From an optimization exercise on the open Yosys and OpenROAD flow, aimed at small area; shortcuts taken in it are not production practice.
At most, simulation tests tie the RTL to the original design; equivalence was not proved.
Function not checked in runs 6 and 7: the RTL went through the layout flow alone.
Power is estimated from default activity; no workload was simulated.

`design.v`:
```
package ctw_pkg;
	localparam int TIMER_COUNT = 16;
	localparam int REM_W       = 16;   
	localparam int ENT_W       = 4 + REM_W;
	typedef enum logic [1:0] {
		OP_SCHED = 2'd0,
		OP_STOP  = 2'd1,
		OP_TICK  = 2'd2,
		OP_NONE  = 2'd3
	} op_t;
	typedef enum logic [1:0] {
		KIND_SCHED      = 2'd0,
		KIND_STOP       = 2'd1,
		KIND_FIRED      = 2'd2,
		KIND_IDLE_TICK  = 2'd3
	} kind_t;
	typedef enum logic [2:0] {
		ST_CLR,
		ST_IDLE,
		ST_SCHP,
		ST_SCANW,
		ST_SCAN,
		ST_EMIT,
		ST_DEC
	} state_t;
endpackage
module ctw_mem (
	input  logic                      clk,
	input  logic [ctw_pkg::ENT_W-1:0] wr_data,
	output logic [ctw_pkg::ENT_W-1:0] rd_data,
	output logic [ctw_pkg::ENT_W-1:0] rd_next
);
	localparam int W = ctw_pkg::ENT_W;
	localparam int N = ctw_pkg::TIMER_COUNT;
	logic [W*N-1:0] ring_q;
	always_ff @(posedge clk) begin
		ring_q <= {wr_data, ring_q[W*N-1:W]};
	end
	assign rd_data = ring_q[W-1:0];
	assign rd_next = ring_q[2*W-1:W];
endmodule
module callout_timer_wheel (
	input  logic        clk,
	input  logic        arst_n,
	input  logic        s_axis_tvalid,
	output logic        s_axis_tready,
	input  logic [23:0] s_axis_tdata,   
	input  logic [1:0]  s_axis_tuser,   
	output logic        m_axis_tvalid,
	input  logic        m_axis_tready,
	output logic [39:0] m_axis_tdata,   
	output logic [1:0]  m_axis_tuser,   
	output logic        m_axis_tlast
);
	localparam int RW = ctw_pkg::REM_W;
	ctw_pkg::state_t state_q, state_d;
	logic [3:0]      cnt_q;
	logic            sh_q;            
	logic [31:0]     time_q;
	logic            found_q, multi_q;
	logic [ctw_pkg::ENT_W-1:0] rd_ent, rd_nxt, wr_ent;
	logic [3:0]      t_id;
	logic [RW-1:0]   t_rem;
	logic [3:0]      w_id;
	logic [RW-1:0]   w_rem;
	logic [1:0]      in_op;
	logic [3:0]      in_id;
	logic [15:0]     in_delay;
	logic [15:0]     delay_eff;
	logic            hit;             
	logic            pend;
	logic            due;
	logic            last_pos;
	logic [15:0]     add_b;
	logic [15:0]     sum_lo;
	logic            c16;
	logic            hi_cin;
	logic [15:0]     hi_inc;
	logic            out_free;
	logic            tick_acc;
	logic            load;            
	logic [1:0]      ld_kind;
	logic            capture;         
	logic            out_valid_q;
	logic [1:0]      out_kind_q;
	logic [3:0]      out_id_q;
	logic            out_pend_q;
	logic [15:0]     out_lo_q;
	logic            out_c_q;
	assign in_op     = s_axis_tuser;
	assign in_id     = s_axis_tdata[3:0];
	assign in_delay  = s_axis_tdata[19:4];
	assign delay_eff = {in_delay[15:1], in_delay[0] | (in_delay == 16'd0)};
	ctw_mem u_mem (
		.clk     (clk),
		.wr_data (wr_ent),
		.rd_data (rd_ent),
		.rd_next (rd_nxt)
	);
	assign {t_id, t_rem} = rd_ent;
	assign wr_ent        = {w_id, w_rem};
	assign hit      = (t_id == in_id);
	assign pend     = (t_rem != '0);
	assign due      = (t_rem == RW'(1));
	assign last_pos = (cnt_q == 4'd15);
	assign out_free = !out_valid_q || m_axis_tready;
	assign tick_acc = (state_q == ctw_pkg::ST_IDLE) && s_axis_tvalid &&
		(in_op == ctw_pkg::OP_TICK) && last_pos && !out_valid_q;
	always_comb begin
		add_b = 16'd0;
		if ((state_q == ctw_pkg::ST_IDLE) || (state_q == ctw_pkg::ST_SCHP)) begin
			if (in_op == ctw_pkg::OP_SCHED) add_b = delay_eff;
			else if (in_op == ctw_pkg::OP_TICK) add_b = 16'd1;
		end
	end
	assign {c16, sum_lo} = {1'b0, time_q[15:0]} + {1'b0, add_b};
	assign hi_cin = out_valid_q ? out_c_q : (&time_q[15:0]);
	assign hi_inc = time_q[31:16] + {15'd0, hi_cin};
	always_comb begin
		state_d       = state_q;
		s_axis_tready = 1'b0;
		w_id          = t_id;
		w_rem         = t_rem;
		load          = 1'b0;
		ld_kind       = ctw_pkg::KIND_SCHED;
		capture       = 1'b0;
		case (state_q)
			ctw_pkg::ST_CLR: begin
				w_id  = cnt_q;
				w_rem = '0;
				if (last_pos) state_d = ctw_pkg::ST_IDLE;
			end
			ctw_pkg::ST_IDLE: begin
				if (s_axis_tvalid) begin
					case (in_op)
						ctw_pkg::OP_SCHED: begin
							if (last_pos && !out_valid_q) state_d = ctw_pkg::ST_SCHP;
						end
						ctw_pkg::OP_STOP: begin
							if (hit && out_free) begin
								s_axis_tready = 1'b1;
								load          = 1'b1;
								ld_kind       = ctw_pkg::KIND_STOP;
								capture       = 1'b1;
								w_rem         = '0;
							end
						end
						ctw_pkg::OP_TICK: begin
							if (last_pos && !out_valid_q) begin
								s_axis_tready = 1'b1;
								state_d       = ctw_pkg::ST_SCAN;
							end
						end
						default: s_axis_tready = 1'b1;
					endcase
				end
			end
			ctw_pkg::ST_SCHP: begin
				if (!sh_q && hit) capture = 1'b1;
				if (last_pos) begin
					w_id          = in_id;
					w_rem         = delay_eff;
					s_axis_tready = 1'b1;
					load          = 1'b1;
					state_d       = ctw_pkg::ST_IDLE;
				end else if (sh_q || hit) begin
					{w_id, w_rem} = rd_nxt;
				end
			end
			ctw_pkg::ST_SCANW: begin
				if (last_pos && !out_valid_q) state_d = ctw_pkg::ST_SCAN;
			end
			ctw_pkg::ST_SCAN: begin
				if (due && !found_q) begin
					capture = 1'b1;
					w_rem   = '0;
				end
				if (last_pos) state_d = ctw_pkg::ST_EMIT;
			end
			ctw_pkg::ST_EMIT: begin
				load    = 1'b1;
				ld_kind = found_q ? ctw_pkg::KIND_FIRED : ctw_pkg::KIND_IDLE_TICK;
				if (found_q && multi_q) begin
					state_d = ctw_pkg::ST_SCANW;
				end else begin
					state_d = ctw_pkg::ST_DEC;
					if (pend) w_rem = t_rem - RW'(1);
				end
			end
			default: begin  
				if (pend) w_rem = t_rem - RW'(1);
				if (last_pos) state_d = ctw_pkg::ST_IDLE;
			end
		endcase
	end
	always_ff @(posedge clk or negedge arst_n) begin
		if (!arst_n) begin
			state_q <= ctw_pkg::ST_CLR;
			cnt_q   <= 4'd0;
			sh_q    <= 1'b0;
		end else begin
			state_q <= state_d;
			cnt_q   <= cnt_q + 4'd1;
			if (state_q == ctw_pkg::ST_SCHP) sh_q <= !last_pos && (sh_q || hit);
		end
	end
	always_ff @(posedge clk) begin
		if (state_q == ctw_pkg::ST_CLR) begin
			time_q <= 32'd0;
		end else if (tick_acc) begin
			time_q <= {hi_inc, sum_lo};
		end
		if (state_d == ctw_pkg::ST_SCAN && state_q != ctw_pkg::ST_SCAN) begin
			found_q <= 1'b0;
			multi_q <= 1'b0;
		end else if ((state_q == ctw_pkg::ST_SCAN) && due) begin
			found_q <= 1'b1;
			if (found_q) multi_q <= 1'b1;
		end
	end
	always_ff @(posedge clk or negedge arst_n) begin
		if (!arst_n) begin
			out_valid_q <= 1'b0;
		end else if (load) begin
			out_valid_q <= 1'b1;
		end else if (m_axis_tready) begin
			out_valid_q <= 1'b0;
		end
	end
	always_ff @(posedge clk) begin
		if (load) out_kind_q <= ld_kind;
		if (capture) begin
			out_id_q   <= t_id;
			out_pend_q <= pend;
			out_lo_q   <= sum_lo;
			out_c_q    <= c16;
		end
	end
	assign m_axis_tvalid = out_valid_q;
	assign m_axis_tdata  = {3'b000,
		{hi_inc, out_lo_q} & {32{!out_kind_q[0]}},
		out_pend_q & !out_kind_q[1],
		out_id_q & {4{!(&out_kind_q)}}};
	assign m_axis_tuser  = out_kind_q;
	assign m_axis_tlast  = !((out_kind_q == ctw_pkg::KIND_FIRED) && multi_q);
endmodule
```
`run.sh`:
```
#!/bin/bash
# synth_recipe.tcl (not shown) runs the flow's synth.tcl, then flattens the netlist and writes it again
# the make line also repeats each setting of config.mk as NAME=value (left out here)
make -C /OpenROAD-flow-scripts/flow DESIGN_CONFIG=/design/flow/config.mk WORK_HOME=/design/flow/orfs CLKGATE_MAP_FILE= SYNTH_SCRIPT=/design/flow/synth_recipe.tcl finish
```
`config.mk`:
```
export PLATFORM = sky130hd
export DESIGN_NAME = callout_timer_wheel
export DESIGN_NICKNAME = callout_timer_wheel
export VERILOG_FILES = /design/flow/design.v
export SDC_FILE = /design/flow/constraint.sdc
export NUM_CORES = 4
export LEC_CHECK = 0
export ABC_AREA = 1
export CAP_MARGIN = 20
export CORE_MARGIN = 2
export CORE_UTILIZATION = 40
export SLEW_MARGIN = 20
```
`constraint.sdc`:
```
create_clock -name core_clock -period 5.0 [get_ports {clk}]
set_input_delay 1.0000 -clock core_clock [delete_from_list [all_inputs] [get_ports {clk}]]
set_output_delay 1.0000 -clock core_clock [all_outputs]
set_load 0.01 [all_outputs]
```
==> metrics.csv, run 1 <==
metric,value,unit
fin_skew,0.0184,ns
r2r_start,state_q[0]$_DFF_PN0_,
highest_layer,met4,
wl_met1,10900,um
critical_path.max_fanout,5,
required,4.00,ns
firstDrtPassIters,5,
cts_hold_buf,0,
synth-edff-count,24,
rsz0062_at_grt,false,
switching_share,24.9,%
ys_seq_area_share,67.6,%
combinationalPowerShare,11.0,%
async_reset_ff_share,2.33,%
cp_top_family,buffers and inverters,
cap_viol_max_count,0,
worst_pin_slew,1.02,ns
avgSynthCellArea,10.1,um^2
cts-root-buf,clkbuf_16,
stdcell_count,1678,
drive_gt1_share,7.07,%
synth_cell_types,43,
fillers,2690,
clock_power_share,39.2,%
clock_latency,0.52,ns
netlist_instances,1175,
critical_path_class,reg2out,
start_util,40.3,%
ys.flop_type,dfxtp_1,
core,29500,um^2
peakVddDrop,0.215,mV
dieArea,31100,um^2
p_leak,0.00622,uW
p_sw,1800,uW
synth-seq-cells,387,
place_congestion,0.877,
viasPerCell,4.59,
path_buf_inv,2,
hold_viol,0,
cts_made_buffers,37,
ys_warn_count,2,
setup_viol,0,
dpl.hpwl,16100,um
reg2regPathDepth,14,
synth_top_area_share,59.6,%
grt_pass1_vias,7311,
hold_depth,0,
arrival,3.51,ns
grt_pass1_wl,36700,um
p_per_area,509,nW/um^2
num_io_pins,75,
nets,1314,
htreeDepth,2,
grt_use_total,14.8,%
hp-class,reg2reg,
die_x,176,um
overflow,0,
routed_wl,22900,um
wl_met2,10100,um
via_count,7705,
path_clk_slew,0.06,ns
synth_area,11900,um^2
postRouteAntennaNets,0,
antenna_found_initial,1,
critical_path.startpoint_type,register,
synth.most_common_cell,dfxtp_1,
yosysTopAreaCell,dfxtp_1,
dr_wl_met3,1300,um
clock-sinks,387,
yosys-top-cells-count,"dfxtp_1 (354), nand2_1 (173), inv_1 (147)",
drc,0,
critPathCaptureType,output port,
final-max-slew-violation-count,0,
reg2reg_slack,1.80,ns
r2r_end,out_c_q$_DFFE_PP_,
clockBufferDepth,3,
layout_min_cycle_time,4.51,ns
cts_resized,0,
grt_max_degree,53,
seqPwrFrac,49.8,%
utilization,48.2,%
cp_cell_sequence,"inv_1, nand3_1, o41ai_1, ha_1, ha_1, nand2_1, nor2_1, nand3_1, xor2_1, nor2_1, clkdlybuf4s50_1",
area_growth,19.5,%
crit_slowest_cell,o41ai_1,
min_from,u_mem.ring_q[45]$_DFF_P_,
fin_crit_sh,90.3,%
relSlewSlack,31.8,%
rows,63,
wire_per_inst,13.6,um
place_inst,1612,
synth_area_leaders,"dfxtp_1 (60%), edfxtp_1 (6.1%), nand2_1 (5.5%)",
outcome,finished clean,
timing.fmax,0.222,GHz
tns,0,ns
cts_setup_buffers,0,
cts_tree,done,
whs_endpoint,u_mem.ring_q[25]$_DFF_P_,
port_buffers,67,
die-height,176,um
holdWs,0.311,ns
drt_iter0_drc,519,
max_stage_delay,0.55,ns
p_int,5430,uW
total_power,7230,uW
-- cell families (layout without fill, tap and decap cells) --
| group | Yosys count | after routing | synth area share, % |
|---|---|---|---|
| xor gates and xnor gates | 26 | 26 | 1.91 |
| DFF | 387 | 387 | 67.6 |
| and+or+nand+nor | 456 | 456 | 16.9 |
| adders and majority gates | 23 | 23 | 2.48 |
| other | 1 | 4 | 0.0315 |
| AOI/OAI and AO/OA | 105 | 105 | 5.15 |
| buffers and inverters | 177 | 287 | 5.99 |
-- cell type report --
class,instances,area [um^2],area share [%]
well taps,390,488,3.43
flip-flops and latches,387,8030,56.5
multi-input cells,613,3150,22.2
repair buffers,71,701,4.93
diodes,1,2.50,0.0176
clock buffers,48,1080,7.60
clock inverters,17,184,1.29
inverters,151,568,4.00
-- sequential cells by signal, indices dropped and copies added, names as in the netlist --
signal and cells:
state_q 3, sh_q 1, out_id_q 4, out_valid_q 1, out_kind_q 2, out_lo_q 16
time_q 32, out_c_q 1, found_q 1, out_pend_q 1, multi_q 1, cnt_q 4
u_mem.ring_q 320
-- worst register-to-register path, cell delays in order (launching register included) --
cell and delay, ns:
dfrtp_1 0.52, nand2_1 0.14, nor2_1 0.23, inv_1 0.09, nand2_1 0.11, inv_1 0.21
nor3_1 0.31, ha_1 0.35, a21oi_1 0.19, o21ai_0 0.10, buf_4 0.15, nand3_1 0.10
nand3_1 0.12, nand2_1 0.07, o311ai_0 0.20
-- cells in the final DEF (no fill, tap or decap), types with 4 or more instances in the layout --
cell type | netlist | routed
clkinv_2 | 1 | 7
xnor2_1 | 4 | 4
dfrtp_1 | 9 | 9
or2_2 | 6 | 6
inv_1 | 147 | 147
a21oi_1 | 30 | 30
clkbuf_8 | 0 | 7
nor2_2 | 4 | 4
nand2_1 | 173 | 173
a21boi_0 | 4 | 4
o211ai_1 | 10 | 10
nand4_1 | 21 | 21
nand3_1 | 94 | 94
dfxtp_1 | 354 | 354
clkbuf_16 | 0 | 39
buf_4 | 8 | 4
o21bai_1 | 4 | 4
nor3_1 | 27 | 27
clkdlybuf4s50_1 | 0 | 67
o21ai_0 | 42 | 42
xor2_1 | 22 | 22
nor2_1 | 121 | 121
edfxtp_1 | 24 | 24
ha_1 | 22 | 22
-- power groups by stage --
stage,clock network (uW),registers (uW),logic (uW)
floorplan,0,3630,511
global placement,0,3660,786
finish,2830,3600,794
detailed placement,0,3670,794
CTS,2900,3610,798
global route,3030,3640,883
-- metal layers --
layer	vias up	GRT usage [%]
met5	-	0
met4	0	5.37
met3	47	3.49
met2	177	23.8
met1	3558	19.5
li1	3923	-
-- how the worst max path moves through the flow --
stage | endpoint | start | cells past startpoint | slack (ns)
4_1_cts | m_axis_tdata[33] | out_valid_q$_DFFE_PN0P_ | 11 | 0.40
3_3_place_gp | m_axis_tdata[33] | out_valid_q$_DFFE_PN0P_ | 11 | 1.01
5_1_grt | m_axis_tdata[33] | out_valid_q$_DFFE_PN0P_ | 11 | 0.23
3_5_place_dp | out_c_q$_DFFE_PP_ | s_axis_tdata[12] | 17 | 0.96
2_1_floorplan | m_axis_tdata[33] | out_valid_q$_DFFE_PN0P_ | 10 | 1.98
6_report | m_axis_tdata[33] | out_valid_q$_DFFE_PN0P_ | 11 | 0.49
-- stage by stage --
step | area [um^2] | setup WS [ns]
after floorplan | 11900 | 1.98
after global placement | 12900 | 1.01
after detailed placement | 12900 | 0.962
after CTS | 14200 | 0.399
after global routing | 14200 | 0.228
final | 14200 | 0.487
==> run 2, diff against run 1 <==
--- a/config.mk
+++ b/config.mk
@@ -6,5 +6,4 @@
 export NUM_CORES = 4
 export LEC_CHECK = 0
-export ABC_AREA = 1
 export CAP_MARGIN = 20
 export CORE_MARGIN = 2
==> run 2 against run 1 <==
Still clean. Routed wire length shrank 8.6%. Fmax grew 1.3%. Area after synthesis fell by 5.0%. Non-clock buffer count up 14. Power is 13% lower. Die area down 4.9%. Clock-buffer cell count rose by 4. Cell count decreased by 15%. Combinational power down 49%. Clock power shrank 8.1%. Sequential cell count stayed put.
==> metrics.csv, run 2 <==
metric,value,unit
synth_area_leaders,"dfxtp_1 (63%), edfxtp_1 (6.4%), ha_1 (2.4%)",
ys.flop_type,dfxtp_1,
overflow,0,
tns,0,ns
holdWs,0.315,ns
grt_pass1_wl,33300,um
clock_latency,0.52,ns
mostFrequentLayoutCell,dfxtp_1,
path_clk_slew,0.07,ns
postRouteAntennaNets,0,
synth_top_area_share,62.7,%
clock-sinks,387,
viasPerCell,4.75,
antenna_found_initial,2,
fin_crit_sh,89.1,%
p_leak,0.00546,uW
core,27800,um^2
fin_skew,0.0128,ns
clockBufferDepth,3,
largest_reg_flops,320,
routed_wl,20900,um
outcome,finished clean,
hp-class,reg2reg,
critical_path.startpoint_type,register,
htreeDepth,2,
clock_power_share,41.3,%
reg.largest.list,"u_mem.ring_q: 320 flops, time_q: 32 flops, out_lo_q: 16 flops",
top_register,u_mem.ring_q,
ys_seq_area_share,71.1,%
critPathCaptureType,output port,
drive_gt1_share,8.36,%
required,4.00,ns
wl_met2,9020,um
combinationalPowerShare,6.4,%
start_util,40.7,%
die-height,172,um
synth_cell_types,57,
fillers,2491,
netlist_instances,924,
synth-seq-cells,387,
drt_iter0_drc,304,
grt_pass1_vias,6341,
cap_viol_max_count,0,
highest_layer,met5,
peakVddDrop,0.361,mV
num_io_pins,75,
grt_max_degree,36,
synth.most_common_cell,dfxtp_1,
final-max-slew-violation-count,0,
rows,61,
rsz0062_at_grt,false,
firstDrtPassIters,5,
drc,0,
p_int,4880,uW
p_sw,1410,uW
via_count,6745,
layout_min_cycle_time,4.45,ns
ys_warn_count,2,
nets,1067,
dr_wl_met3,1330,um
critical_path.max_fanout,6,
p_per_area,461,nW/um^2
cts_hold_buf,0,
most-common-layout-cells,"dfxtp_1 (353), clkdlybuf4s50_1 (66), nand2_1 (64), nor2_1 (50), a21oi_1 (41)",
die_x,172,um
place_congestion,0.850,
port_buffers,67,
avgSynthCellArea,12.2,um^2
cts_made_buffers,36,
critical_path_class,reg2out,
area_growth,20.8,%
synth_area,11300,um^2
dieArea,29600,um^2
dpl.hpwl,14000,um
relSlewSlack,45.5,%
hold_viol,0,
worst_pin_slew,0.817,ns
yosys-top-cells-count,"dfxtp_1 (354), nand2_1 (64), nor2_1 (50)",
grt_use_total,14.4,%
hold_depth,0,
setup_viol,0,
arrival,3.45,ns
switching_share,22.4,%
cts-root-buf,clkbuf_16,
timing.fmax,0.225,GHz
wire_per_inst,14.7,um
reg2regPathDepth,12,
seqPwrFrac,52.3,%
synth-edff-count,24,
cts_setup_buffers,0,
cts_tree,done,
yosysTopAreaCell,dfxtp_1,
wl_met1,9910,um
async_reset_ff_share,2.33,%
[run 2: metrics by stage]
step / util, % / setup WS, ns / total power, uW / instances / cell area (um^2)
after floorplan: - / 1.14 / 3580 / 926 / 11300
after global placement: 44.8 / 0.150 / 3750 / 1353 / 12400
after detailed placement: 44.8 / 0.131 / 3760 / 1353 / 12400
after CTS: 49.0 / 0.0200 / 6370 / 1418 / 13600
after global routing: 49.1 / 0.195 / 6550 / 1420 / 13600
final: 49.1 / 0.546 / 6290 / 1420 / 13600
[run 2: area by class of cell]
cell class | count | area, um^2 | area share, %
sequential | 387 | 8030 | 58.9
multi-input combinational | 491 | 3110 | 22.8
clock buffer | 52 | 1060 | 7.80
timing repair buffer | 85 | 816 | 5.98
tap | 378 | 473 | 3.47
clock inverter | 13 | 91.3 | 0.669
inverter | 13 | 48.8 | 0.358
antenna | 1 | 2.50 | 0.0183
[run 2: worst paths after layout]
kind,slack (ns),from,end
max,0.55,out_valid_q$_DFFE_PN0P_,m_axis_tdata[33]
min,0.32,u_mem.ring_q[214]$_DFF_P_,u_mem.ring_q[194]$_DFF_P_
max reg2reg,1.12,state_q[1]$_DFF_PN0_,out_lo_q[15]$_DFFE_PP_
min reg2reg,0.32,u_mem.ring_q[214]$_DFF_P_,u_mem.ring_q[194]$_DFF_P_
max in group asynchronous,3.88,arst_n,cnt_q[0]$_DFF_PN0_
min in group asynchronous,0.81,arst_n,out_valid_q$_DFFE_PN0P_
[run 2: power groups by stage]
stage	sequential [uW]	clock, uW	combinational [uW]
floorplan	3340	0	244
global placement	3360	0	395
detailed placement	3360	0	397
CTS	3300	2680	399
global route	3300	2800	444
finish	3290	2600	405
[run 2: cells by family after synthesis]
logic type | Yosys count | share of synthesized area (%)
compound gates | 159 | 9.24
xor+xnor | 43 | 3.33
fa+ha+maj | 23 | 2.61
buf+inv | 48 | 1.74
flops | 387 | 71.1
mux | 1 | 0.0886
other cells | 1 | 0.0332
simple gates | 262 | 11.8
[run 2: repair_timing]
item | CTS | global route
cloned | 0 | 0
pin swaps | 0 | 1
setup endpoints to repair | 1 | 1
resized for setup | 1 | 6
[run 2: critical path: stages (launching register included)]
cell	delay [ns]
dfrtp_1	0.41
nand4b_1	0.25
nor4_4	0.20
nand4_1	0.13
nand2_1	0.09
ha_1	0.19
ha_2	0.21
nand3_1	0.12
nor4_2	0.28
buf_4	0.16
nand3_2	0.12
xor2_1	0.16
nor2_1	0.08
clkdlybuf4s50_1	0.54
[run 2: routing by layer]
layer / up-vias / track usage, %
li1: 3380 / -
met1: 3155 / 20.0
met2: 158 / 21.6
met3: 50 / 3.39
met4: 2 / 5.88
met5: - / 0
==> run 3, diff against run 2 <==
==> flow/run.sh (new file) <==
#!/bin/bash
# Layout with the standard flow (standard.sh), changing only how ports are
# buffered (the smallest buffer) and how the clock tree is built (no dummy
# loads). Each tool's output is in orfs/logs/; make's own output in flow.log.
set -euo pipefail
export BUFFER_PORTS_ARGS="-buffer_cell sky130_fd_sc_hd__buf_1"
export CTS_ARGS="-sink_clustering_enable -repair_clock_nets -dont_use_dummy_load"
bash standard.sh finish > flow.log 2>&1
==> standard.sh (new file) <==
#!/bin/bash
# synth_recipe.tcl (not shown) runs the flow's synth.tcl, then flattens the netlist and writes it again
# the make line also repeats each setting of config.mk as NAME=value (left out here)
make -C /OpenROAD-flow-scripts/flow DESIGN_CONFIG=/design/flow/config.mk WORK_HOME=/design/flow/orfs CLKGATE_MAP_FILE= SYNTH_SCRIPT=/design/flow/synth_recipe.tcl "${@:-finish}"
removed: run.sh
==> run 3 against run 2 <==
Still clean. Design area is 5.3% lower. Synthesized cell count stayed put. Clock-buffer cell count is 15 lower. First-iteration DRC count is 5.3% higher. Sequential power hardly changed. Area after synthesis stayed put. Register-to-register slack better by 0.03 ns. Via count is 0.71% lower. Sequential share of layout area is 3.3 points higher. Power is 5.3% lower. Largest power group unchanged.
==> metrics.csv, run 3 <==
metric,value,unit
outcome,finished clean,
peakVddDrop,0.309,mV
fin_skew,0.0478,ns
critPathCaptureType,output port,
ys_seq_area_share,71.1,%
grt_pass1_wl,32300,um
hp-class,reg2reg,
fin_crit_sh,92.2,%
place_area,12000,um^2
die-height,172,um
cp_cell_sequence,"nand4b_1, nor4_2, nand4_1, nand2_1, ha_1, ha_1, nand3_1, nor4_2, nand3_1, or3_1, a21oi_1, buf_1",
cts_made_buffers,37,
cts_setup_buffers,0,
core,27800,um^2
port_buffers,67,
relSlewSlack,43.0,%
synth_cell_types,57,
htreeDepth,2,
clockBufferDepth,3,
arrival,3.61,ns
async_reset_ff_share,2.33,%
tns,0,ns
path_buf_inv,1,
rows,61,
nets,1060,
cap_viol_max_count,0,
wire_per_inst,14.8,um
max_stage_delay,0.45,ns
overflow,0,
avgSynthCellArea,12.2,um^2
firstDrtPassIters,6,
synth.most_common_cell,dfxtp_1,
grt_use_total,14.0,%
reg.largest.list,"u_mem.ring_q: 320 flops, time_q: 32 flops, out_lo_q: 16 flops",
die_x,172,um
utilization,46.5,%
rsz0062_at_grt,false,
synth_top_area_share,62.7,%
start_util,40.7,%
synth-seq-cells,387,
dieArea,29600,um^2
grt_max_degree,36,
fillers,2614,
drc,0,
clock_latency,0.52,ns
crit_slowest_cell,nor4_2,
grt_pass1_vias,6157,
yosys-top-cells-count,"dfxtp_1 (354), nand2_1 (64), nor2_1 (50)",
layout_min_cycle_time,4.61,ns
dpl.hpwl,13700,um
num_io_pins,75,
cts-root-buf,clkbuf_16,
critical_path.max_fanout,6,
via_count,6697,
most-common-layout-cells,"dfxtp_1 (354), buf_1 (67), nand2_1 (64), nor2_1 (50), a21oi_1 (41)",
p_per_area,461,nW/um^2
cts_resized,0,
critical_path_class,reg2out,
drt_iter0_drc,320,
ys.flop_type,dfxtp_1,
ys_warn_count,2,
fin_area,12900,um^2
cts_tree,done,
viasPerCell,4.84,
antenna_found_initial,4,
timing.fmax,0.217,GHz
place_congestion,0.875,
p_leak,0.00511,uW
mostFrequentLayoutCell,dfxtp_1,
area_growth,14.3,%
critical_path.startpoint_type,register,
yosysTopAreaCell,dfxtp_1,
synth_area,11300,um^2
clock-sinks,387,
setup_viol,0,
routed_wl,20500,um
worst_pin_slew,0.854,ns
hold_viol,0,
largest_reg_flops,320,
synth_area_leaders,"dfxtp_1 (63%), edfxtp_1 (6.4%), ha_1 (2.4%)",
cts_hold_buf,0,
synth-edff-count,24,
top_register,u_mem.ring_q,
cp_top_family,simple AND/OR/NAND/NOR gates,
postRouteAntennaNets,0,
drive_gt1_share,5.57,%
netlist_instances,924,
final-max-slew-violation-count,0,
path_clk_slew,0.06,ns
required,4.00,ns
## run 3: cell counts after synthesis
Identical to the previous run, type by type.
## run 3: kinds of logic (layout without fill, tap and decap cells)
kind of cell	after synthesis	in the layout	synth area share [%]
compound gates	159	159	9.24
xor+xnor	43	43	3.33
fa+ha+maj	23	23	2.61
buf+inv	48	127	1.74
flops	387	387	71.1
mux	1	1	0.0886
other cells	1	4	0.0332
simple gates	262	262	11.8
## run 3: area by class of cell
class / count / area (um^2) / area share (%)
Sequential cell: 387 / 8030 / 62.2
Multi-Input combinational cell: 491 / 3100 / 24.0
Clock buffer: 37 / 926 / 7.17
Tap cell: 378 / 473 / 3.66
Timing Repair Buffer: 77 / 334 / 2.59
Inverter: 13 / 48.8 / 0.378
Antenna cell: 1 / 2.50 / 0.0194
## run 3: worst paths after layout
check	startpoint	end	slack [ns]	cells after the start
setup / recovery	out_valid_q$_DFFE_PN0P_	m_axis_tdata[35]	0.39	12
hold / removal	u_mem.ring_q[92]$_DFF_P_	u_mem.ring_q[72]$_DFF_P_	0.29	0
setup reg to reg	state_q[0]$_DFF_PN0_	out_lo_q[15]$_DFFE_PP_	1.15	12
hold reg to reg	u_mem.ring_q[92]$_DFF_P_	u_mem.ring_q[72]$_DFF_P_	0.29	0
max in group asynchronous	arst_n	sh_q$_DFFE_PN0P_	4.14	1
min in group asynchronous	arst_n	cnt_q[3]$_DFF_PN0_	0.48	1
## run 3: report_power, final
part / switching (uW) / internal, uW
Clock: 1000 / 1300
Combinational: 240 / 108
Sequential: 60.1 / 3240
Total: 1300 / 4650
## run 3: metal layers
metal  vias to the layer above  track usage, %  wire [um]
met5                         -               0         23
met4                         4            5.33        597
li1                       3334               -          -
met2                       148            20.8       8760
met3                        46            3.59       1210
met1                      3165            19.7       9910
## run 3: stage by stage
step | cells | hold slack [ns] | power, uW | setup WS [ns]
floorplan | 926 | 0.310 | 3580 | 1.14
detailed placement | 1345 | 0.312 | 3720 | 0.605
global route | 1383 | 0.300 | 6200 | 0.0145
global placement | 1345 | 0.310 | 3710 | 0.597
finish | 1384 | 0.290 | 5950 | 0.391
CTS | 1382 | 0.292 | 6030 | 0.0650
==> run 4, diff against run 3 <==
==> flow/run.sh (replaced) <==
#!/bin/bash
# Layout with the standard flow (standard.sh), changing only how ports are
# buffered (the smallest buffer) and how the clock tree is built (larger sink
# clusters, no dummy loads). Each tool's output is in orfs/logs/; make's own
# output in flow.log.
set -euo pipefail
export BUFFER_PORTS_ARGS="-buffer_cell sky130_fd_sc_hd__buf_1"
export CTS_ARGS="-sink_clustering_enable -repair_clock_nets -dont_use_dummy_load -sink_clustering_size 32 -sink_clustering_max_diameter 100"
bash standard.sh finish > flow.log 2>&1
--- a/config.mk
+++ b/config.mk
@@ -8,4 +8,4 @@
 export CAP_MARGIN = 20
 export CORE_MARGIN = 2
-export CORE_UTILIZATION = 40
+export CORE_UTILIZATION = 60
 export SLEW_MARGIN = 20
==> run 4 against run 3 <==
Still clean. Global-route usage increased by 6.2 points. Utilization increased by 19 points. Combinational power decreased by 1%. Setup slack got worse by 0.038 ns. Sequential cell count unchanged. Design area decreased by 5.5%. Area after synthesis unchanged. Via count decreased by 1.3%. Synthesized cell count unchanged. Largest cell class unchanged.
==> metrics.csv, run 4 <==
metric,value,unit
combinationalPowerShare,6.8,%
setup_viol,0,
avgSynthCellArea,12.2,um^2
hold_viol,0,
synth_top_area_share,62.7,%
n_antenna_cell,0,
critical_path.max_fanout,6,
multi_input_comb_area,3110,um^2
async_reset_ff_share,2.33,%
grt_pass1_vias,6464,
cap_viol_max_count,0,
hp-class,reg2reg,
cts_resized,0,
p_int,3930,uW
antenna_found_initial,1,
dieArea,19900,um^2
area_growth,8.08,%
cts_made_buffers,16,
cts-root-buf,clkbuf_16,
port_buffers,67,
wire_per_inst,16.3,um
die-height,141,um
ys_warn_count,2,
yosysTopAreaCell,dfxtp_1,
place_congestion,0.913,
firstDrtPassIters,5,
fin_crit_sh,92.9,%
ys.flop_type,dfxtp_1,
hold_depth,0,
drc,0,
p_leak,0.00486,uW
nets,1038,
path_clk_slew,0.12,ns
synth-seq-cells,387,
largest_reg_flops,320,
ys_seq_area_share,71.1,%
reg2regPathDepth,12,
dpl.hpwl,13600,um
htreeDepth,1,
p_per_area,415,nW/um^2
rows,50,
grt_max_degree,36,
worst_pin_slew,1.03,ns
drt_iter0_drc,406,
critical_path_class,reg2out,
p_sw,1140,uW
synth_cell_types,57,
timing.fmax,0.215,GHz
top_register,u_mem.ring_q,
required,4.00,ns
fin_skew,0.0519,ns
start_util,60.8,%
core,18600,um^2
synth-edff-count,24,
final-max-slew-violation-count,0,
place_inst,1200,
wl_met1,9400,um
grt_use_total,20.2,%
overflow,0,
cts_setup_buffers,0,
synth_area_leaders,"dfxtp_1 (63%), edfxtp_1 (6.4%), ha_1 (2.4%)",
rsz0062_at_grt,false,
synth.most_common_cell,dfxtp_1,
netlist_instances,924,
clock-sinks,387,
switching_share,22.5,%
cts_hold_buf,0,
arrival,3.65,ns
routed_wl,19900,um
outcome,finished clean,
seqPwrFrac,65.2,%
fillers,1432,
relSlewSlack,31.4,%
critPathCaptureType,output port,
stdcell_count,1217,
yosys-top-cells-count,"dfxtp_1 (354), nand2_1 (64), nor2_1 (50)",
layout_min_cycle_time,4.65,ns
via_count,6607,
seqCellArea,8030,um^2
critical_path.startpoint_type,register,
highest_layer,met5,
clock_latency,0.51,ns
wl_met2,8800,um
grt_pass1_wl,32400,um
viasPerCell,5.43,
clockBufferDepth,3,
synth_area,11300,um^2
die_x,141,um
mostFrequentLayoutCell,dfxtp_1,
cts_tree,done,
clock_power_share,28.1,%
postRouteAntennaNets,0,
tns,0,ns
peakVddDrop,0.331,mV
drive_gt1_share,3.46,%
most-common-layout-cells,"dfxtp_1 (354), buf_1 (67), nand2_1 (64), nor2_1 (50), a21oi_1 (41)",
reg.largest.list,"u_mem.ring_q: 320 flops, time_q: 32 flops, out_lo_q: 16 flops",
dr_wl_met3,1000,um
num_io_pins,75,
[run 4: changes by cell type in the layout (fill, tap and decap cells not counted)]
cell       before  now
nor4_2          2    1
clkbuf_16      37   16
buf_4           9    8
diode_2         1    0
nor4_4          1    2
[run 4: through the flow]
stage / util (%) / cell area, um^2 / worst slack, ns / hold WS (ns) / power (uW)
floorplan: - / 11300 / 1.14 / 0.310 / 3580
global placement: 63.4 / 11800 / 0.639 / 0.310 / 3700
detailed placement: 63.4 / 11800 / 0.612 / 0.312 / 3710
CTS: 65.5 / 12200 / 0.0343 / 0.301 / 5110
global route: 65.7 / 12200 / 0.0729 / 0.304 / 5260
finish: 65.7 / 12200 / 0.353 / 0.303 / 5070
[run 4: final cells by class]
cell class                      instances  area share, %
Clock buffer                           16           3.28
Inverter                               13          0.400
Multi-Input combinational cell        491           25.4
Sequential cell                       387           65.8
Tap cell                              234           2.40
Timing Repair Buffer                   76           2.67
[run 4: metal layers]
layer / track usage [%] / vias up
met2: 31.2 / 147
met3: 3.91 / 44
met1: 28.6 / 3140
met4: 7.47 / 2
li1: - / 3274
met5: 0 / -
[run 4: critical path, cell delays in order, from the launching register on]
cell	delay [ns]
dfrtp_1	0.41
nand4b_1	0.20
nor4_2	0.32
nand4_1	0.15
nand2_1	0.09
ha_1	0.18
ha_1	0.22
nand3_1	0.24
nor4_4	0.40
nand3_1	0.22
or3_1	0.39
a21oi_1	0.14
buf_1	0.17
[run 4: kinds of logic (layout without fill, tap and decap cells)]
kind of cell | count (synthesis) | after routing | share of synthesized area, %
flops | 387 | 387 | 71.1
simple gates | 262 | 262 | 11.8
compound gates | 159 | 159 | 9.24
buf+inv | 48 | 105 | 1.74
xor+xnor | 43 | 43 | 3.33
fa+ha+maj | 23 | 23 | 2.61
other cells | 1 | 3 | 0.0332
mux | 1 | 1 | 0.0886
[run 4: path summary, 6_finish.rpt]
kind / startpoint / to / slack (ns)
setup / recovery: out_valid_q$_DFFE_PN0P_ / m_axis_tdata[35] / 0.35
hold / removal: u_mem.ring_q[181]$_DFF_P_ / u_mem.ring_q[161]$_DFF_P_ / 0.30
setup reg to reg: state_q[0]$_DFF_PN0_ / out_lo_q[15]$_DFFE_PP_ / 1.18
hold reg to reg: u_mem.ring_q[181]$_DFF_P_ / u_mem.ring_q[161]$_DFF_P_ / 0.30
max in group asynchronous: arst_n / cnt_q[2]$_DFF_PN0_ / 4.16
min in group asynchronous: arst_n / state_q[0]$_DFF_PN0_ / 0.44
[run 4: power by group through the flow]
| stage | logic [uW] | registers [uW] | clock network, uW |
|---|---|---|---|
| floorplan | 244 | 3340 | 0 |
| global placement | 331 | 3370 | 0 |
| detailed placement | 334 | 3380 | 0 |
| CTS | 336 | 3310 | 1470 |
| global route | 379 | 3320 | 1560 |
| finish | 343 | 3300 | 1420 |
==> run 5, diff against run 4 <==
--- a/flow/run.sh
+++ b/flow/run.sh
@@ -6,4 +6,4 @@
 set -euo pipefail
 export BUFFER_PORTS_ARGS="-buffer_cell sky130_fd_sc_hd__buf_1"
-export CTS_ARGS="-sink_clustering_enable -repair_clock_nets -dont_use_dummy_load -sink_clustering_size 32 -sink_clustering_max_diameter 100"
+export CTS_ARGS="-sink_clustering_enable -repair_clock_nets -dont_use_dummy_load -sink_clustering_size 25 -sink_clustering_max_diameter 80"
 bash standard.sh finish > flow.log 2>&1
==> run 5 against run 4 <==
Still clean on timing, DRC and antenna. Clock skew is 0.011 ns lower. Via count is 1.1% higher. Area after synthesis stayed put. Critical path type unchanged.
==> metrics.csv, run 5 <==
metric,value,unit
avgSynthCellArea,12.2,um^2
die_x,141,um
outcome,finished clean,
yosys-top-cells-count,"dfxtp_1 (354), nand2_1 (64), nor2_1 (50)",
synth_top_area_share,62.7,%
cts_hold_buf,0,
grt_pass1_wl,32900,um
dieArea,19900,um^2
cts_made_buffers,20,
hold_depth,0,
hold_viol,0,
drt_iter0_drc,373,
timing.fmax,0.217,GHz
port_buffers,67,
synth-seq-cells,387,
rows,50,
routed_wl,20000,um
rsz0062_at_grt,false,
async_reset_ff_share,2.33,%
setup_viol,0,
drc,0,
final-max-slew-violation-count,0,
die-height,141,um
via_count,6682,
relSlewSlack,33.0,%
cts_tree,done,
hp-class,reg2reg,
worst-path-stages,12,
cap_viol_max_count,0,
worst_pin_slew,1.00,ns
mostFrequentLayoutCell,dfxtp_1,
cts_resized,0,
peakVddDrop,0.347,mV
cp_top_family,simple AND/OR/NAND/NOR gates,
antenna_found_initial,1,
arrival,3.62,ns
clock-sinks,387,
most-common-layout-cells,"dfxtp_1 (354), buf_1 (67), nand2_1 (64), nor2_1 (50), a21oi_1 (41)",
grt_max_degree,36,
ys_warn_count,2,
layout_min_cycle_time,4.62,ns
clockBufferDepth,3,
nets,1042,
dpl.hpwl,13600,um
fin_skew,0.0407,ns
htreeDepth,1,
path_clk_slew,0.10,ns
max_stage_delay,0.42,ns
cts-root-buf,clkbuf_16,
start_util,60.8,%
synth_area,11300,um^2
ys_seq_area_share,71.1,%
reg2regPathDepth,12,
critical_path.max_fanout,6,
holdWs,0.292,ns
path_buf_inv,1,
top_register,u_mem.ring_q,
overflow,0,
num_io_pins,75,
tns,0,ns
firstDrtPassIters,5,
synth.most_common_cell,dfxtp_1,
p_leak,0.00491,uW
grt_pass1_vias,6540,
core,18600,um^2
synth_cell_types,57,
largest_reg_flops,320,
critPathCaptureType,output port,
n_antenna_cell,0,
area_growth,8.96,%
grt_use_total,20.5,%
clock_latency,0.52,ns
reg.largest.list,"u_mem.ring_q: 320 flops, time_q: 32 flops, out_lo_q: 16 flops",
crit_slowest_cell,dfxtp_1,
drive_gt1_share,3.85,%
wire_per_inst,16.4,um
yosysTopAreaCell,dfxtp_1,
place_congestion,0.913,
cts_setup_buffers,0,
postRouteAntennaNets,0,
synth_area_leaders,"dfxtp_1 (63%), edfxtp_1 (6.4%), ha_1 (2.4%)",
viasPerCell,5.47,
required,4.00,ns
netlist_instances,924,
cp_cell_sequence,"nand4_1, nor4_2, nand4_1, nand2_1, ha_1, ha_1, nand3_1, nor4_4, nand3_1, or3_1, a21oi_1, buf_1",
ys.flop_type,dfxtp_1,
critical_path_class,reg2out,
fin_crit_sh,92.4,%
synth-edff-count,24,
critical_path.startpoint_type,register,
p_per_area,424,nW/um^2
-- run 5: through the flow --
step	util [%]	power, uW	worst slack, ns	cell area, um^2	instances
CTS	66.0	5280	0.0561	12300	1220
detailed placement	63.4	3710	0.612	11800	1200
finish	66.2	5220	0.381	12300	1221
global route	66.2	5420	0.0952	12300	1221
floorplan	-	3580	1.14	11300	926
global placement	63.4	3700	0.639	11800	1200
-- run 5: path summary, 6_finish.rpt --
kind	from	end	slack (ns)
max in group asynchronous	arst_n	sh_q$_DFFE_PN0P_	4.17
setup reg to reg	state_q[0]$_DFF_PN0_	out_lo_q[15]$_DFFE_PP_	1.17
min in group asynchronous	arst_n	cnt_q[0]$_DFF_PN0_	0.44
hold / removal	u_mem.ring_q[220]$_DFF_P_	u_mem.ring_q[200]$_DFF_P_	0.29
setup / recovery	time_q[1]$_SDFFE_PN0P_	m_axis_tdata[35]	0.38
hold reg to reg	u_mem.ring_q[220]$_DFF_P_	u_mem.ring_q[200]$_DFF_P_	0.29
-- run 5: routing by layer --
layer  track usage (%)  vias up  routed length (um)
li1                  -     3294                   -
met1              28.8     3181                9310
met2              31.6      156                8970
met3              3.94       49                 995
met4              8.21        2                 685
met5                 0        -                  10
-- run 5: layout make-up --
cell class                 instances  area [um^2]
sequential                       387         8030
clock buffer                      20          500
timing repair buffer              76          327
tap                              234          293
inverter                          13         48.8
multi-input combinational        491         3110
fill                            1418         6270
-- run 5: kinds of logic after synthesis --
group | Yosys count | synth area share, %
AOI/OAI and AO/OA | 159 | 9.24
xor gates and xnor gates | 43 | 3.33
adders and majority gates | 23 | 2.61
buffers and inverters | 48 | 1.74
DFF | 387 | 71.1
muxes | 1 | 0.0886
other | 1 | 0.0332
and+or+nand+nor | 262 | 11.8
-- run 5: report_power, final --
group | switching [uW] | total [uW] | internal (uW)
logic | 236 | 344 | 108
clock network | 860 | 1580 | 715
registers | 60.9 | 3300 | 3240
total | 1160 | 5220 | 4060
==> run 6, diff against run 5 <==
--- a/design.v
+++ b/design.v
@@ -82,4 +82,8 @@
 	logic [1:0]      ld_kind;
 	logic            capture;         
+	logic            f_dec;           
+	logic            f_clr;           
+	logic            f_shift;         
+	logic            f_new;           
 	logic            out_valid_q;
 	logic [1:0]      out_kind_q;
@@ -114,12 +118,26 @@
 		end
 	end
-	assign {c16, sum_lo} = {1'b0, time_q[15:0]} + {1'b0, add_b};
 	assign hi_cin = out_valid_q ? out_c_q : (&time_q[15:0]);
-	assign hi_inc = time_q[31:16] + {15'd0, hi_cin};
+	logic [16:0] add_c, inc_c, dec_b;
+	logic [RW-1:0] rem_dec;
+	assign add_c[0] = 1'b0;
+	assign inc_c[0] = hi_cin;
+	assign dec_b[0] = pend && f_dec;    
+	for (genvar i = 0; i < 16; i++) begin : g_arith
+		assign sum_lo[i]    = time_q[i] ^ add_b[i] ^ add_c[i];
+		assign add_c[i+1]   = (time_q[i] & add_b[i]) | (add_c[i] & (time_q[i] ^ add_b[i]));
+		assign hi_inc[i]    = time_q[16+i] ^ inc_c[i];
+		assign inc_c[i+1]   = time_q[16+i] & inc_c[i];
+		assign rem_dec[i]   = t_rem[i] ^ dec_b[i];
+		assign dec_b[i+1]   = !t_rem[i] & dec_b[i];
+	end
+	assign c16 = add_c[16];
 	always_comb begin
 		state_d       = state_q;
 		s_axis_tready = 1'b0;
-		w_id          = t_id;
-		w_rem         = t_rem;
+		f_dec         = 1'b0;
+		f_clr         = 1'b0;
+		f_shift       = 1'b0;
+		f_new         = 1'b0;
 		load          = 1'b0;
 		ld_kind       = ctw_pkg::KIND_SCHED;
@@ -127,6 +145,5 @@
 		case (state_q)
 			ctw_pkg::ST_CLR: begin
-				w_id  = cnt_q;
-				w_rem = '0;
+				f_clr = 1'b1;
 				if (last_pos) state_d = ctw_pkg::ST_IDLE;
 			end
@@ -143,5 +160,5 @@
 								ld_kind       = ctw_pkg::KIND_STOP;
 								capture       = 1'b1;
-								w_rem         = '0;
+								f_clr         = 1'b1;
 							end
 						end
@@ -159,11 +176,10 @@
 				if (!sh_q && hit) capture = 1'b1;
 				if (last_pos) begin
-					w_id          = in_id;
-					w_rem         = delay_eff;
+					f_new         = 1'b1;
 					s_axis_tready = 1'b1;
 					load          = 1'b1;
 					state_d       = ctw_pkg::ST_IDLE;
 				end else if (sh_q || hit) begin
-					{w_id, w_rem} = rd_nxt;
+					f_shift = 1'b1;
 				end
 			end
@@ -174,5 +190,5 @@
 				if (due && !found_q) begin
 					capture = 1'b1;
-					w_rem   = '0;
+					f_dec   = 1'b1;
 				end
 				if (last_pos) state_d = ctw_pkg::ST_EMIT;
@@ -185,12 +201,23 @@
 				end else begin
 					state_d = ctw_pkg::ST_DEC;
-					if (pend) w_rem = t_rem - RW'(1);
+					f_dec   = 1'b1;
 				end
 			end
 			default: begin  
-				if (pend) w_rem = t_rem - RW'(1);
+				f_dec = 1'b1;
 				if (last_pos) state_d = ctw_pkg::ST_IDLE;
 			end
 		endcase
+	end
+	always_comb begin
+		if (f_shift) begin
+			{w_id, w_rem} = rd_nxt;
+		end else if (f_new) begin
+			w_id  = in_id;
+			w_rem = delay_eff;
+		end else begin
+			w_id  = (state_q == ctw_pkg::ST_CLR) ? cnt_q : t_id;
+			w_rem = rem_dec & {RW{!f_clr}};
+		end
 	end
 	always_ff @(posedge clk or negedge arst_n) begin
--- a/config.mk
+++ b/config.mk
@@ -8,4 +8,4 @@
 export CAP_MARGIN = 20
 export CORE_MARGIN = 2
-export CORE_UTILIZATION = 60
+export CORE_UTILIZATION = 75
 export SLEW_MARGIN = 20
==> run 6 against run 5 <==
The layout now fails its checks (negative setup slack). Combinational power grew to 2.6 times the previous value. First-iteration DRC count rose by 140%. Setup slack lost 2.9 ns. Largest cell class unchanged. Non-clock buffer count grew 35. Clock-buffer cell count shrank 1. Sequential share of layout area decreased by 0.87 points. Highest routed layer is now met4.
==> metrics.csv, run 6 <==
metric,value,unit
outcome,"complete, but fails checks",
violations,negative setup slack,
yosys-top-cells-count,"dfxtp_1 (354), nand2_1 (61), inv_1 (54)",
num_io_pins,75,
clock_power_share,24.4,%
hp-class,reg2reg,
ys_seq_area_share,74.6,%
drt_iter0_drc,907,
layout_min_cycle_time,7.50,ns
grt_use_total,39.5,%
synth_area_leaders,"dfxtp_1 (66%), edfxtp_1 (6.7%), ha_1 (3.7%)",
crit_slowest_cell,fa_2,
max_stage_delay,0.59,ns
cts_made_buffers,19,
netlist_instances,805,
place_congestion,0.869,
fin_skew,0.0371,ns
cts-root-buf,clkbuf_16,
dpl.hpwl,14600,um
top_register,u_mem.ring_q,
viasPerCell,6.42,
fillers,408,
ys.flop_type,dfxtp_1,
avgSynthCellArea,13.4,um^2
r2r_start,state_q[1]$_DFF_PN0_,
crit_start,s_axis_tdata[19],
multi_input_comb_area,2910,um^2
synth-edff-count,24,
die-height,124,um
largest_reg_flops,320,
async_reset_ff_share,2.33,%
cts_hold_buf,0,
firstDrtPassIters,8,
postLayoutSetupSlackWorst,-2.50,ns
critical_path.max_fanout,2,
postRouteAntennaNets,0,
peakVddDrop,0.614,mV
ys_warn_count,2,
grt_pass1_vias,6939,
port_buffers,67,
crit_top_cell,fa_2,
core,13900,um^2
cts_tree,done,
rows,43,
via_count,7006,
p_leak,0.00506,uW
arrival,7.77,ns
critPathCaptureType,register,
die_x,124,um
synth_top_area_share,65.8,%
synth_area,10800,um^2
tns,-23.97,ns
reg2reg_slack,-2.24,ns
drive_gt1_share,18.5,%
nets,989,
mostFrequentLayoutCell,dfxtp_1,
antenna_found_initial,2,
reg.largest.list,"u_mem.ring_q: 320 flops, time_q: 32 flops, out_lo_q: 16 flops",
synth.most_common_cell,dfxtp_1,
critical_path.startpoint_type,primary input,
grt_max_degree,47,
routed_wl,32000,um
area_growth,15.9,%
critPathCapture,out_lo_q[15]$_DFFE_PP_,
critical_path_class,in2reg,
dp_slack,-2.82,ns
synth_cell_types,52,
seqPwrFrac,62.7,%
start_util,77.3,%
drc,0,
utilization,89.6,%
grt_pass1_wl,42800,um
min_from,u_mem.ring_q[200]$_DFF_P_,
cp_cell_sequence,"buf_8, nor4_4, a41oi_4, a21oi_2, ha_2, inv_2, fa_2, fa_2, fa_2, fa_2, fa_2, fa_2, fa_2, fa_2, fa_2, fa_2, fa_2, fa_2, inv_2, fa_2, inv_2, fa_2, fa_2, inv_2",
setup_viol,24,
htreeDepth,1,
synth-seq-cells,387,
yosysTopAreaCell,dfxtp_1,
worst_pin_slew,1.26,ns
path_clk_slew,0.10,ns
most-common-layout-cells,"dfxtp_1 (350), nand2_1 (60), buf_1 (59), buf_4 (43), inv_1 (40)",
wire_per_inst,29.4,um
overflow,0,
clock_latency,0.53,ns
rsz0062_at_grt,true,
cap_viol_max_count,0,
seqCellArea,8040,um^2
r2r_end,out_lo_q[15]$_DFFE_PP_,
reg2regPathDepth,22,
p_per_area,544,nW/um^2
required,5.27,ns
dieArea,15300,um^2
final-max-slew-violation-count,0,
p_sw,1960,uW
total_power,6790,uW
combinationalPowerShare,12.9,%
switching_share,28.8,%
hold_viol,0,
relSlewSlack,15.7,%
fin_crit_sh,150,%
clockBufferDepth,3,
timing.fmax,0.133,GHz
p_int,4830,uW
clock-sinks,387,
## run 6: cell types whose count changed in the layout (fill, tap and decap cells not counted), moves of 15 or more
| cell | change |
|---|---|
| buf_4 | +35 |
| inv_1 | +27 |
| o21ai_0 | -27 |
| nand3_1 | -21 |
| xor2_1 | -21 |
| nor3_1 | -17 |
| and2_1 | -16 |
| fa_2 | +15 |
## run 6: final cells by class
cell class	count	share of cell area, %
multi-input cells	339	23.3
repair buffers	111	5.05
clock buffers	19	3.81
flip-flops and latches	387	64.4
diodes	1	0.0200
well taps	180	1.80
inverters	54	1.62
## run 6: worst min-delay path by stage
stage	endpoint	slack [ns]	cells after the start
2_1_floorplan	u_mem.ring_q[100]$_DFF_P_	0.31	0
3_3_place_gp	u_mem.ring_q[20]$_DFF_P_	0.31	0
3_5_place_dp	u_mem.ring_q[280]$_DFF_P_	0.31	0
4_1_cts	u_mem.ring_q[116]$_DFF_P_	0.32	0
5_1_grt	u_mem.ring_q[53]$_DFF_P_	0.33	0
6_report	u_mem.ring_q[180]$_DFF_P_	0.32	0
## run 6: cells by family after synthesis
group	after synthesis	synth area share, %
flops	387	74.6
simple gates	182	8.60
compound gates	89	5.56
buf+inv	81	3.11
fa+ha+maj	47	6.51
xor+xnor	10	0.813
mux	8	0.790
other cells	1	0.0348
## run 6: worst max-delay path, delay by kind of cell
kind            cells  cell delay (ns)
fa+ha+maj          16             5.62
compound gates      2             0.44
buf+inv             5             0.30
simple gates        1             0.39
## run 6: what timing repair did
| item | 4_1_cts | 5_1_grt |
|---|---|---|
| endpoints found under the setup margin | 25 | 26 |
| pin swaps | 14 | 14 |
| resized for setup | 71 | 33 |
| setup buffers | 5 | 4 |
## run 6: power groups by stage
stage | registers, uW | logic, uW | clock network, uW
after floorplan | 4030 | 472 | 0
after global placement | 4100 | 658 | 0
after detailed placement | 4180 | 694 | 0
after CTS | 4180 | 769 | 1600
after global routing | 4280 | 910 | 1730
final | 4260 | 878 | 1650
## run 6: routing by layer
metal / part of all wire (%) / GRT usage (%)
met1: 32 / 45.6
met2: 48 / 64.9
met3: 11 / 9.66
met4: 9.5 / 27.9
met5: 0 / 0
## run 6: per-stage QoR
| step | hold slack (ns) | instances | instance area (um^2) |
|---|---|---|---|
| after floorplan | 0.310 | 807 | 10900 |
| after global placement | 0.310 | 1061 | 11500 |
| after detailed placement | 0.312 | 1061 | 11500 |
| after CTS | 0.320 | 1085 | 12300 |
| after global routing | 0.332 | 1090 | 12500 |
| final | 0.324 | 1091 | 12500 |
==> run 7, diff against run 6 <==
--- a/config.mk
+++ b/config.mk
@@ -8,4 +8,4 @@
 export CAP_MARGIN = 20
 export CORE_MARGIN = 2
-export CORE_UTILIZATION = 75
+export CORE_UTILIZATION = 60
 export SLEW_MARGIN = 20
==> run 7 against run 6 <==
Die area is 24% higher. First-iteration DRC count is 67% lower. Area after synthesis stayed put. Power is 6.7% lower. Register-to-register slack better by 0.38 ns. Sequential share of layout area is 0.31 points higher. Fmax is 4.2% higher. Global-route usage is 21 points lower. Utilization is 18 points lower. The layout still fails its checks (negative setup slack).
==> metrics.csv, run 7 <==
metric,value,unit
peakVddDrop,0.477,mV
setup_viol,17,
drive_gt1_share,15.7,%
ys_seq_area_share,74.6,%
firstDrtPassIters,4,
layout_min_cycle_time,7.19,ns
dieArea,19000,um^2
timing.fmax,0.139,GHz
area_growth,15.3,%
synth-edff-count,24,
path_clk_slew,0.09,ns
rows,48,
num_io_pins,75,
n_antenna_cell,0,
ys.flop_type,dfxtp_1,
place_area,11500,um^2
place_congestion,0.958,
start_util,61.8,%
viasPerCell,5.01,
die_x,138,um
reg.largest.list,"u_mem.ring_q: 320 flops, time_q: 32 flops, out_lo_q: 16 flops",
via_count,5657,
synth_area_leaders,"dfxtp_1 (66%), edfxtp_1 (6.7%), ha_1 (3.7%)",
clock-sinks,387,
required,5.25,ns
grt_use_total,18.6,%
fin_area,12400,um^2
routed_wl,17300,um
top_register,u_mem.ring_q,
critical_path_class,in2reg,
core,17400,um^2
postRouteAntennaNets,0,
avgSynthCellArea,13.4,um^2
cts-root-buf,clkbuf_16,
worst_pin_slew,0.758,ns
grt_max_degree,47,
ys_warn_count,2,
synth-seq-cells,387,
synth_top_area_share,65.8,%
critPathCaptureType,register,
overflow,0,
die-height,138,um
grt_pass1_vias,5520,
hp-class,reg2reg,
tns,-18.21,ns
reg2reg_slack,-1.86,ns
postLayoutSetupSlackWorst,-2.19,ns
fin_skew,0.0695,ns
antenna_found_initial,1,
critical_path.max_fanout,2,
clockBufferDepth,3,
rsz0062_at_grt,true,
htreeDepth,1,
final-max-slew-violation-count,0,
clock_latency,0.51,ns
grt_pass1_wl,27300,um
arrival,7.44,ns
dpl.hpwl,11600,um
nets,984,
async_reset_ff_share,2.33,%
wire_per_inst,15.3,um
drt_iter0_drc,298,
relSlewSlack,49.3,%
netlist_instances,805,
p_leak,0.00503,uW
synth.most_common_cell,dfxtp_1,
hold_viol,0,
synth_cell_types,52,
cap_viol_max_count,0,
drc,0,
fin_crit_sh,144,%
most-common-layout-cells,"dfxtp_1 (351), nand2_1 (61), buf_1 (58), inv_1 (44), nor2_1 (38)",
p_per_area,510,nW/um^2
largest_reg_flops,320,
outcome,"complete, but fails checks",
port_buffers,67,
dp_slack,-2.76,ns
cts_tree,done,
synth_area,10800,um^2
utilization,71.3,%
violations,negative setup slack,
cts_hold_buf,0,
mostFrequentLayoutCell,dfxtp_1,
yosysTopAreaCell,dfxtp_1,
critical_path.startpoint_type,primary input,
cts_made_buffers,20,
yosys-top-cells-count,"dfxtp_1 (354), nand2_1 (61), inv_1 (54)",
run 7: report_power, final:
group / switching [uW] / internal [uW] / leakage (uW) / total [uW]
sequential: 208 / 3840 / 0.00326 / 4050
clock: 844 / 715 / 0.000246 / 1560
combinational: 448 / 280 / 0.00152 / 729
run 7: routing by layer:
| layer | global-route usage [%] | wire length, um |
|---|---|---|
| met5 | 0 | 13 |
| met4 | 4.71 | 277 |
| met3 | 3.33 | 746 |
| met2 | 31.4 | 8290 |
| met1 | 25.0 | 7930 |
run 7: kinds of logic after synthesis:
kind of cell,after synthesis,synth area share [%]
other,1,0.0348
DFF,387,74.6
muxes,8,0.790
and+or+nand+nor,182,8.60
AOI/OAI and AO/OA,89,5.56
xor gates and xnor gates,10,0.813
adders and majority gates,47,6.51
buffers and inverters,81,3.11
run 7: stage by stage:
stage | power (uW) | hold WS (ns) | instances
final | 6340 | 0.265 | 1130
after floorplan | 4500 | 0.310 | 807
after global routing | 6650 | 0.271 | 1130
after CTS | 6390 | 0.263 | 1127
after detailed placement | 4810 | 0.312 | 1104
after global placement | 4750 | 0.310 | 1104
run 7: what timing repair did:
item	in CTS	in global routing
buffers inserted	3	1
pin swaps	10	10
setup endpoints to repair	21	22
resized for setup	58	23
run 7: critical path, stage by stage:
cell,delay [ns]
buf_6,0.10
nor4_4,0.32
a41oi_2,0.20
a21oi_2,0.18
ha_2,0.18
inv_2,0.03
fa_2,0.34
fa_2,0.37
fa_2,0.35
fa_2,0.36
fa_2,0.35
fa_2,0.34
fa_2,0.36
fa_2,0.35
fa_2,0.35
fa_2,0.35
fa_2,0.34
fa_2,0.34
inv_2,0.06
fa_2,0.19
inv_2,0.04
fa_2,0.33
fa_1,0.53
inv_1,0.06
run 7: final timing paths:
check                           cells past startpoint                 startpoint                  endpoint
worst min-delay path                                0  u_mem.ring_q[119]$_DFF_P_  u_mem.ring_q[99]$_DFF_P_
worst max register to register                     23       state_q[1]$_DFF_PN0_    out_lo_q[15]$_DFFE_PP_
worst min register to register                      0  u_mem.ring_q[119]$_DFF_P_  u_mem.ring_q[99]$_DFF_P_
min in group asynchronous                           1                     arst_n        cnt_q[1]$_DFF_PN0_
max in group asynchronous                           1                     arst_n          sh_q$_DFFE_PN0N_
worst max-delay path                               24           s_axis_tdata[14]    out_lo_q[15]$_DFFE_PP_
run 7: cell type report:
| cell class | count | area [um^2] |
|---|---|---|
| Fill cell | 1204 | 5000 |
| Inverter | 54 | 203 |
| Timing Repair Buffer | 105 | 612 |
| Clock buffer | 20 | 500 |
| Sequential cell | 387 | 8040 |
| Multi-Input combinational cell | 339 | 2790 |
| Tap cell | 225 | 282 |

afterwards: timing with drivers on the ports:
Ports are ideal in the flow. The routed layouts listed here were re-timed in OpenROAD.
Step 1 assumes that a clkbuf_16 drives the clock port and a buf_2 every other input.
Step 2 adds t to the input delays and takes it off the output delays; t is the mean of the earliest and latest rising clock arrival at the registers after step 1. Input paths then give back, and output paths get back, about the clock's delay inside the block.
a / b / c = ideal ports / drivers / drivers and shift; a / b = the first two.
run | t (ns) | setup slack, ns | worst hold slack (ns)
run 1 | 0.557 | 0.487 / 0.440 / 0.991 | 0.311 / 0.311 / 0.311
run 2 | 0.556 | 0.546 / 0.500 / 0.264 | 0.315 / 0.315 / 0.315
run 3 | 0.542 | 0.391 / 0.346 / 0.725 | 0.290 / 0.290 / 0.290
run 4 | 0.523 | 0.353 / 0.309 / 0.792 | 0.303 / 0.303 / 0.303
run 5 | 0.542 | 0.381 / 0.337 / 0.728 | 0.292 / 0.292 / 0.292
run 6 | 0.555 | -2.498 / -2.506 / -3.062 | 0.324 / 0.324 / 0.324
run 7 | 0.515 | -2.193 / -2.188 / -2.703 | 0.265 / 0.265 / 0.265
For run 6, which loses most, drivers alone change the setup slack by -0.008 ns; drivers and shift together by -0.564 ns.
